This design comes from an exercise in tuning for small area, a short achievable clock period and few clock cycles per item on the open sky130 flow, not from production work.
Where RTL was checked, it was by simulation tests only, not by an equivalence proof against the original.
No driver is modelled on the clock port, so clocking that relies on it looks cheaper here than on a real chip.
Power and IR drop assume default switching activity.

## run 1
## cnn_dvcon
module cnn_dvcon
(
  input  logic               aclk,
  input  logic               aresetn,
  input  logic [cnn_dvcon_pkg::TDATA_W-1:0] s_axis_tdata,
  input  logic               s_axis_tvalid,
  output logic               s_axis_tready,
  output logic [cnn_dvcon_pkg::ACC_W-1:0]   m_axis_tdata,
  output logic               m_axis_tvalid,
  input  logic               m_axis_tready
);
Settings: LEC_CHECK=0, CAP_MARGIN=20, CORE_MARGIN=2, CORE_UTILIZATION=40, SETUP_SLACK_MARGIN=4.0, SLEW_MARGIN=20, SYNTH_HIERARCHICAL=1; clock period 8.0 ns.
standard.sh (not shown) runs the stock make flow with config.mk's settings and CLKGATE_MAP_FILE= SYNTH_SCRIPT=/design/flow/synth_recipe.tcl, a recipe that flattens the netlist after the stock synthesis.
==> flow/flow/run.sh <==
#!/bin/bash
# Standard layout (the standard.sh), except that the port buffers are
# sky130_fd_sc_hd__buf_2 cells rather than the delay cells buffer_ports picks by default.
set -e
export BUFFER_PORTS_ARGS="-buffer_cell sky130_fd_sc_hd__buf_2"
bash standard.sh > standard_flow.log 2>&1
Testbench counts of run 1, summed over its fixed seeds: cycles 16,016, items 16,000.
--- input diff run 1..run 2 ---
Settings: putting ABC_CLOCK_PERIOD_IN_PS at 1000 where nothing was set; clearing SETUP_SLACK_MARGIN, which used to be 4.0.
### Flow results
Run 2 went all the way through the flow, and no timing, DRC or antenna check failed. Relative to run 1, top fanout value on the critical path decreased by 7 in run 2. Instance area after placement (lower): run 2. From run 2 to run 1, flip-flop and latch count after synthesis did not move at all. met3 wirelength from detailed routing was lower in run 1 than in run 2. | synthesis-to-layout area growth | higher: run 1 |. NOTE total number of vias run 1->run 2 decreased by a few percent. Run 1 → run 2: clock share of power picked up an extra 1.1 points, length of routed met2 wiring went down by about 1.7%.
The following lists how run 3 was set up differently from run 2:
Settings: setting SETUP_SLACK_MARGIN to 4.3 for the first time; removing ABC_CLOCK_PERIOD_IN_PS (formerly 1000).
==> comparison <==
Run 3 went all the way through synthesis, placement and routing and the layout is clean on timing, DRC and antenna. On xor/xnor cell area share of the yosys netlist, run 2 and run 3 are basically level. Compared to run 2, run 3 has critical path depth 1 higher. Between run 3 and run 2, the power in sequential cells does not differ in any meaningful way. Looking at via count across both flows, run 3 is the weaker of the two, with run 2 ahead. Minimum clock period (run 3 over run 2): decrease, 0.24 ns. | maximum fanout count along the critical path | run 3 vs run 2 | 2 higher |. Looking at detailed placement HPWL, run 3 sits 0.42% lower than run 2 does. On worst hold slack, run 2 and run 3 are basically level. Higher final total power among run 2 and run 3: run 3. Between run 2 and run 3, the worst setup slack is higher for run 3. [diff] fmax, run 3 relative to run 2: improvement.
[inputs] run 4 vs run 3
Settings: SETUP_SLACK_MARGIN: 4.3 -> unset.
==> comparison <==
- Run 4 finished every step from synthesis to the final layout, and the layout passed the timing, design-rule and antenna checks.
- Route | run 4 vs run 3 | wire shorter in run 4
- [compare] base=run 3 new=run 4: logic gate share of total power now smaller, buffer count excluding the clock tree in the final layout dropped 21, critical-path maximum fanout lost 2.

## run a
cnn_dvcon, a different RTL version from the one above (not shown whole).
For scale: ~1400 cells after synthesis, roughly 53 flip-flops, roughly 170 I/O pins, ~0.016 mm2 of cells after synthesis.
## cnn_dvcon
module cnn_dvcon
(
  input  logic               aclk,
  input  logic               aresetn,
  input  logic [cnn_dvcon_pkg::TDATA_W-1:0] s_axis_tdata,
  input  logic               s_axis_tvalid,
  output logic               s_axis_tready,
  output logic [cnn_dvcon_pkg::ACC_W-1:0]   m_axis_tdata,
  output logic               m_axis_tvalid,
  input  logic               m_axis_tready
);
  logic pp_0_0_0;
  logic pp_0_0_1;
  logic pp_0_0_2;
  logic pp_0_0_3;
  logic pp_0_0_4;
  logic pp_0_0_5;
  logic pp_0_0_6;
  logic pp_0_0_7;
  logic pp_0_1_0;
  logic pp_0_1_1;
  logic pp_0_1_2;
  logic pp_0_1_3;
  logic pp_0_1_4;
  logic pp_0_1_5;
  logic pp_0_1_6;
  logic pp_0_1_7;
  logic pp_0_2_0;
  logic pp_0_2_1;
  logic pp_0_2_2;
  logic pp_0_2_3;
  logic pp_0_2_4;
  logic pp_0_2_5;
  logic pp_0_2_6;
  logic pp_0_2_7;
  logic pp_0_3_0;
  logic pp_0_3_1;
  logic pp_0_3_2;
  logic pp_0_3_3;
  logic pp_0_3_4;
  logic pp_0_3_5;
  logic pp_0_3_6;
  logic pp_0_3_7;
  logic pp_0_4_0;
  logic pp_0_4_1;
  logic pp_0_4_2;
  logic pp_0_4_3;
  logic pp_0_4_4;
  logic pp_0_4_5;
  logic pp_0_4_6;
  logic pp_0_4_7;
  logic pp_0_5_0;
  logic pp_0_5_1;
  logic pp_0_5_2;
  logic pp_0_5_3;
  logic pp_0_5_4;
  logic pp_0_5_5;
  logic pp_0_5_6;
  logic pp_0_5_7;
  logic pp_0_6_0;
  logic pp_0_6_1;
  logic pp_0_6_2;
  logic pp_0_6_3;
  logic pp_0_6_4;
  logic pp_0_6_5;
  logic pp_0_6_6;
  logic pp_0_6_7;
  logic pp_0_7_0;
  logic pp_0_7_1;
  logic pp_0_7_2;
  logic pp_0_7_3;
  logic pp_0_7_4;
  logic pp_0_7_5;
  logic pp_0_7_6;
  logic pp_0_7_7;
  logic pp_1_0_0;
  logic pp_1_0_1;
  logic pp_1_0_2;
  logic pp_1_0_3;
  logic pp_1_0_4;
  logic pp_1_0_5;
  logic pp_1_0_6;
  logic pp_1_0_7;
  logic pp_1_1_0;
  logic pp_1_1_1;
  logic pp_1_1_2;
  logic pp_1_1_3;
  logic pp_1_1_4;
  logic pp_1_1_5;
  logic pp_1_1_6;
  logic pp_1_1_7;
  logic pp_1_2_0;
  logic pp_1_2_1;
  logic pp_1_2_2;
  logic pp_1_2_3;
  logic pp_1_2_4;
  logic pp_1_2_5;
  logic pp_1_2_6;
  logic pp_1_2_7;
  logic pp_1_3_0;
  logic pp_1_3_1;
  logic pp_1_3_2;
  logic pp_1_3_3;
  logic pp_1_3_4;
  logic pp_1_3_5;
  logic pp_1_3_6;
  logic pp_1_3_7;
  logic pp_1_4_0;
  logic pp_1_4_1;
  logic pp_1_4_2;
  logic pp_1_4_3;
  logic pp_1_4_4;
  logic pp_1_4_5;
  logic pp_1_4_6;
  logic pp_1_4_7;
  ...
clock: 8.0 ns
lec_check: 0
cap_margin: 20
core_margin: 2
core_utilization: 60
slew_margin: 20
synth_hierarchical: 1
Scripts as last shown in full above: flow/flow/run.sh
Run a | status: complete | timing, DRC, antenna: pass
Testbench counts of run a, summed over its fixed seeds: cycles 16,008, items 16,000.
#### Input delta (run b over run a)
--- a/flow/config.mk
+++ b/flow/config.mk
@@ -10 +10 @@
-export CORE_UTILIZATION = 60
+export CORE_UTILIZATION = 40
## What came out
Run a and run b ended up with roughly the same part of the power in combinational logic.
Between run a and run b, global placement routability congestion decreased.
Taking run a as the reference, in run b worst hold slack across all endpoints moved down; worst setup slack grew by 0.099 ns; power density over the cells about even; clock share of power neither gained nor lost much.
Run comparison: run a class of the most critical hold timing path in -> async; run b class of the most critical hold timing path reg -> reg
Run b: total wire length about 3.7% above run a
Run b: total power is 0.00015 W higher than what run a reported.

Another version of the RTL of cnn_dvcon (not shown whole).
Size in the first run: ~1400 cells after synthesis, about 170 I/O pins.
make LEC_CHECK=0 CAP_MARGIN=20 CORE_MARGIN=2 CORE_UTILIZATION=40 SETUP_SLACK_MARGIN=3 SLEW_MARGIN=20 SYNTH_HIERARCHICAL=1 finish   # period 8.0 ns
run.sh (not shown) runs the stock make flow with config.mk's settings and CLKGATE_MAP_FILE= SYNTH_SCRIPT=/design/flow/synth_recipe.tcl, a recipe that flattens the netlist after the stock synthesis.
Stock flow here: none of the scripts above is used.
Then changed:
- SETUP_SLACK_MARGIN: 3 -> 5
=> The new run went through all stages and came out clean; critical path depth does not change; fmax falls by 0.47%; via count rises by 0.46%.
Function was not checked in any run of this note: the RTL went through the layout flow alone.

## build 3
cnn_dvcon, a different RTL version from the one above (not shown whole).
Size in the first run: roughly 1,500 cells after synthesis, ~160 flip-flops, roughly 170 I/O pins, about 0.019 sq mm of cells after synthesis.
## cnn_dvcon
module cnn_dvcon
(
  input  logic               aclk,
  input  logic               aresetn,
  input  logic [cnn_dvcon_pkg::TDATA_W-1:0] s_axis_tdata,
  input  logic               s_axis_tvalid,
  output logic               s_axis_tready,
  output logic [cnn_dvcon_pkg::ACC_W-1:0]   m_axis_tdata,
  output logic               m_axis_tvalid,
  input  logic               m_axis_tready
);
  logic pp_0_0_0;
  logic pp_0_0_1;
  logic pp_0_0_2;
  logic pp_0_0_3;
  logic pp_0_0_4;
  logic pp_0_0_5;
  logic pp_0_0_6;
  logic pp_0_0_7;
  logic pp_0_1_0;
  logic pp_0_1_1;
  logic pp_0_1_2;
  logic pp_0_1_3;
  logic pp_0_1_4;
  logic pp_0_1_5;
  logic pp_0_1_6;
  logic pp_0_1_7;
  logic pp_0_2_0;
  logic pp_0_2_1;
  logic pp_0_2_2;
  logic pp_0_2_3;
  logic pp_0_2_4;
  logic pp_0_2_5;
  logic pp_0_2_6;
  logic pp_0_2_7;
  logic pp_0_3_0;
  logic pp_0_3_1;
  logic pp_0_3_2;
  logic pp_0_3_3;
  logic pp_0_3_4;
  logic pp_0_3_5;
  logic pp_0_3_6;
  logic pp_0_3_7;
  logic pp_0_4_0;
  logic pp_0_4_1;
  logic pp_0_4_2;
  logic pp_0_4_3;
  logic pp_0_4_4;
  logic pp_0_4_5;
  logic pp_0_4_6;
  logic pp_0_4_7;
  logic pp_0_5_0;
  logic pp_0_5_1;
  logic pp_0_5_2;
  logic pp_0_5_3;
  logic pp_0_5_4;
  logic pp_0_5_5;
  logic pp_0_5_6;
  logic pp_0_5_7;
  logic pp_0_6_0;
  logic pp_0_6_1;
  logic pp_0_6_2;
  logic pp_0_6_3;
  logic pp_0_6_4;
  logic pp_0_6_5;
  logic pp_0_6_6;
  logic pp_0_6_7;
  logic pp_0_7_0;
  logic pp_0_7_1;
  logic pp_0_7_2;
  logic pp_0_7_3;
  logic pp_0_7_4;
  logic pp_0_7_5;
  logic pp_0_7_6;
  logic pp_0_7_7;
  logic pp_1_0_0;
  logic pp_1_0_1;
  logic pp_1_0_2;
  logic pp_1_0_3;
  logic pp_1_0_4;
  logic pp_1_0_5;
  logic pp_1_0_6;
  logic pp_1_0_7;
  logic pp_1_1_0;
  logic pp_1_1_1;
  logic pp_1_1_2;
  logic pp_1_1_3;
  ...
clock: 8.0 ns
lec_check: 0
cap_margin: 20
core_margin: 2
core_utilization: 40
cts_buf_list: sky130_fd_sc_hd__clkbuf_4 sky130_fd_sc_hd__clkbuf_8
setup_slack_margin: 4.0
slew_margin: 20
synth_hierarchical: 1
standard.sh (not shown) runs the stock make flow with config.mk's settings and CLKGATE_MAP_FILE= SYNTH_SCRIPT=/design/flow/synth_recipe.tcl, a recipe that flattens the netlist after the stock synthesis.
Scripts as last shown in full above: flow/flow/run.sh
Build 3: all stages complete, timing, DRC and antenna checks passed
Testbench counts of build 3, summed over its fixed seeds: cycles 16,016, items 16,000.
[inputs] build 69 vs build 3
Settings: SETUP_SLACK_MARGIN now 4.15, was 4.0; CTS_BUF_LIST no longer set, was sky130_fd_sc_hd__clkbuf_4 sky130_fd_sc_hd__clkbuf_8.
## What came out
Build 69 vs build 3: number of diodes added for antenna fixing down in build 69
Min clock skew after layout across build 3 and build 69: build 69
Compared with build 3, in build 69 area added between synthesis and finish moved up, first-pass GRT wire length down 1.3%, instance area after placement went up 3.2%.
Area: build 69 vs build 3 -> build 69 larger
Sort build 3 and build 69 by count of clock-buffer cells in the layout, ascending, and build 3 comes first.
[inputs] build 77 vs build 69
Settings: CTS_BUF_LIST: unset -> sky130_fd_sc_hd__clkbuf_4 sky130_fd_sc_hd__clkbuf_8; SETUP_SLACK_MARGIN: 4.15 -> 4.0; CORE_UTILIZATION: 40 -> 65; PLACE_DENSITY: unset -> 0.75.
==> flow/flow/run.sh <==
#!/bin/bash
# Standard layout (the standard.sh) with two changes:
#  - the port buffers are sky130_fd_sc_hd__buf_2 cells rather than the delay cells
#    buffer_ports picks by default;
#  - clock tree synthesis builds from clkbuf_4/clkbuf_8 and adds no dummy
#    load cells (otherwise the same clock_tree_synthesis arguments as ORFS).
set -e
export BUFFER_PORTS_ARGS="-buffer_cell sky130_fd_sc_hd__buf_2"
export CTS_ARGS="-sink_clustering_enable -repair_clock_nets -dont_use_dummy_load -buf_list {sky130_fd_sc_hd__clkbuf_4 sky130_fd_sc_hd__clkbuf_8}"
bash standard.sh > standard_flow.log 2>&1
Results
Looking at routability congestion estimate, build 77 sits about 9% above build 69. Cmp build 69 and build 77 / sequential share of cell area / lower: build 69. Number of clock buffers in the layout: build 77 vs build 69 down 1. Final hold slack up 0.019 ns in build 77 wrt build 69. Wire length of the first global-routing pass was higher in the run labelled build 69. On growth of design area from synthesis to finish: build 77 sits below build 69. Compared to build 69, the router laid down less metal wire for build 77. Delta (build 77 minus build 69): area share of buffers outside the clock network closely matched the old numbers, maximum ir drop on the vdd rail saw an increase.
## Diff of input files: build 25 against build 77
Settings: CORE_UTILIZATION changed from 65 to 40; SETUP_SLACK_MARGIN removed (was 4.0); PLACE_DENSITY removed (was 0.75); CTS_BUF_LIST removed (was sky130_fd_sc_hd__clkbuf_4 sky130_fd_sc_hd__clkbuf_8).
==> flow/flow/run.sh <==
#!/bin/bash
# Standard layout (the standard.sh), except that the port buffers are
# sky130_fd_sc_hd__buf_2 cells rather than the delay cells buffer_ports picks by default.
set -e
export BUFFER_PORTS_ARGS="-buffer_cell sky130_fd_sc_hd__buf_2"
bash standard.sh > standard_flow.log 2>&1
==> notes.md <==
Build 25 completed end to end with timing, DRC and antenna clean. Of the two values seen for critical path capture point, r0_fc_225$_DFFE_PP_ was produced by build 25 and r0_fs_395$_DFFE_PP_ by build 77. Build 77 → build 25: die footprint now sits higher; via count now sits lower; wire length of the first global-routing pass now sits higher; highest clock frequency the design can meet now sits lower. Going from build 77 to build 25, design area grew by a few percent.
--- input diff build 25..build 34 ---
Settings: SETUP_SLACK_MARGIN: unset -> 4.0.
Notes after the runs:
Antenna diode instance count: build 34 > build 25. Clock buffer count in the final layout ended up 5 lower on build 34 than on build 25. As far as core utilization is concerned, build 25 and build 34 perform about the same. Diff build 25 -> build 34: clock network contribution to total cell area was more or less identical, clock network fraction of total power went down by 0.4 points. Power ended up about 0.4% higher on build 34 than on build 25. Build 34 -> build 25: wire length of the first global-routing pass flat. Of the two values seen for beginning of the critical path, s_axis_tdata[100] was produced by build 34 and s_axis_tdata[116] by build 25.
--- input diff build 34..build 41 ---
Settings: PLACE_DENSITY newly set to 0.75; CTS_BUF_LIST newly set to sky130_fd_sc_hd__clkbuf_4 sky130_fd_sc_hd__clkbuf_8.
==> flow/flow/run.sh <==
#!/bin/bash
# Standard layout (the standard.sh) with two changes:
#  - the port buffers are sky130_fd_sc_hd__buf_2 cells rather than the delay cells
#    buffer_ports picks by default;
#  - clock tree synthesis builds from clkbuf_4/clkbuf_8 and adds no dummy
#    load cells (otherwise the same clock_tree_synthesis arguments as ORFS).
set -e
export BUFFER_PORTS_ARGS="-buffer_cell sky130_fd_sc_hd__buf_2"
export CTS_ARGS="-sink_clustering_enable -repair_clock_nets -dont_use_dummy_load -buf_list {sky130_fd_sc_hd__clkbuf_4 sky130_fd_sc_hd__clkbuf_8}"
bash standard.sh > standard_flow.log 2>&1
Notes after the runs:
STATUS power after layout: build 41 wins against build 34
Diff build 34 -> build 41 | cell area power density | decrease of about 1%
A worst setup path startpoint of s_axis_tdata[38] is what build 41 shows, while s_axis_tdata[100] belongs to build 34.
Lower first-pass GRT wire length goes to build 41 over build 34.
Number of setup violations in the final report: build 41 vs build 34 identical
| static leakage power | higher: build 34 |
Going from build 34 to build 41, number of nets in the finished design held; routed wire length went down.

-- what the ideal ports hide --
The results above use ideal ports. As a check the final layouts listed here were re-extracted and re-timed, cells and wires unchanged.
Step 1 assumes that a clkbuf_16 drives the clock port and a buf_2 every other input.
Step 2 adds t to the input delays and takes it off the output delays; t is the mean of the earliest and latest rising clock arrival at the registers after step 1. Input paths then give back, and output paths get back, about the clock's delay inside the block.
Slacks: no drivers / after step 1 / after step 2; pairs: no drivers / after step 1.
run	t, ns	setup WS [ns]	clock arrival spread, ns
run 1	0.493	4.027 / 4.006 / 3.556	0.014 / 0.015
run 2	0.484	3.821 / 3.781 / 3.367	0.014 / 0.013
run 3	0.489	4.065 / 4.013 / 3.696	0.016 / 0.015
run 4	0.484	3.821 / 3.781 / 3.367	0.014 / 0.013
run a	0.355	2.368 / 2.318 / 2.177	0.011 / 0.011
run b	0.350	2.467 / 2.424 / 2.207	0.006 / 0.006
the first run of note 3	0.373	2.701 / 2.648 / 2.485	0.018 / 0.018
the second run of note 3	0.359	2.676 / 2.634 / 2.545	0.012 / 0.012
build 3	0.548	4.061 / 4.088 / 3.540	0.032 / 0.032
build 69	0.497	4.141 / 4.155 / 3.658	0.019 / 0.018
build 77	0.509	4.120 / 4.147 / 3.638	0.036 / 0.036
build 25	0.498	3.959 / 3.986 / 3.488	0.025 / 0.026
build 34	0.497	4.058 / 4.090 / 3.593	0.023 / 0.022
build 41	0.540	4.124 / 4.126 / 3.586	0.040 / 0.041
After both steps every run listed still meets setup and hold. The setup slack of build 41, which loses most, moves by +0.002 ns with the drivers and by -0.538 ns with both steps.
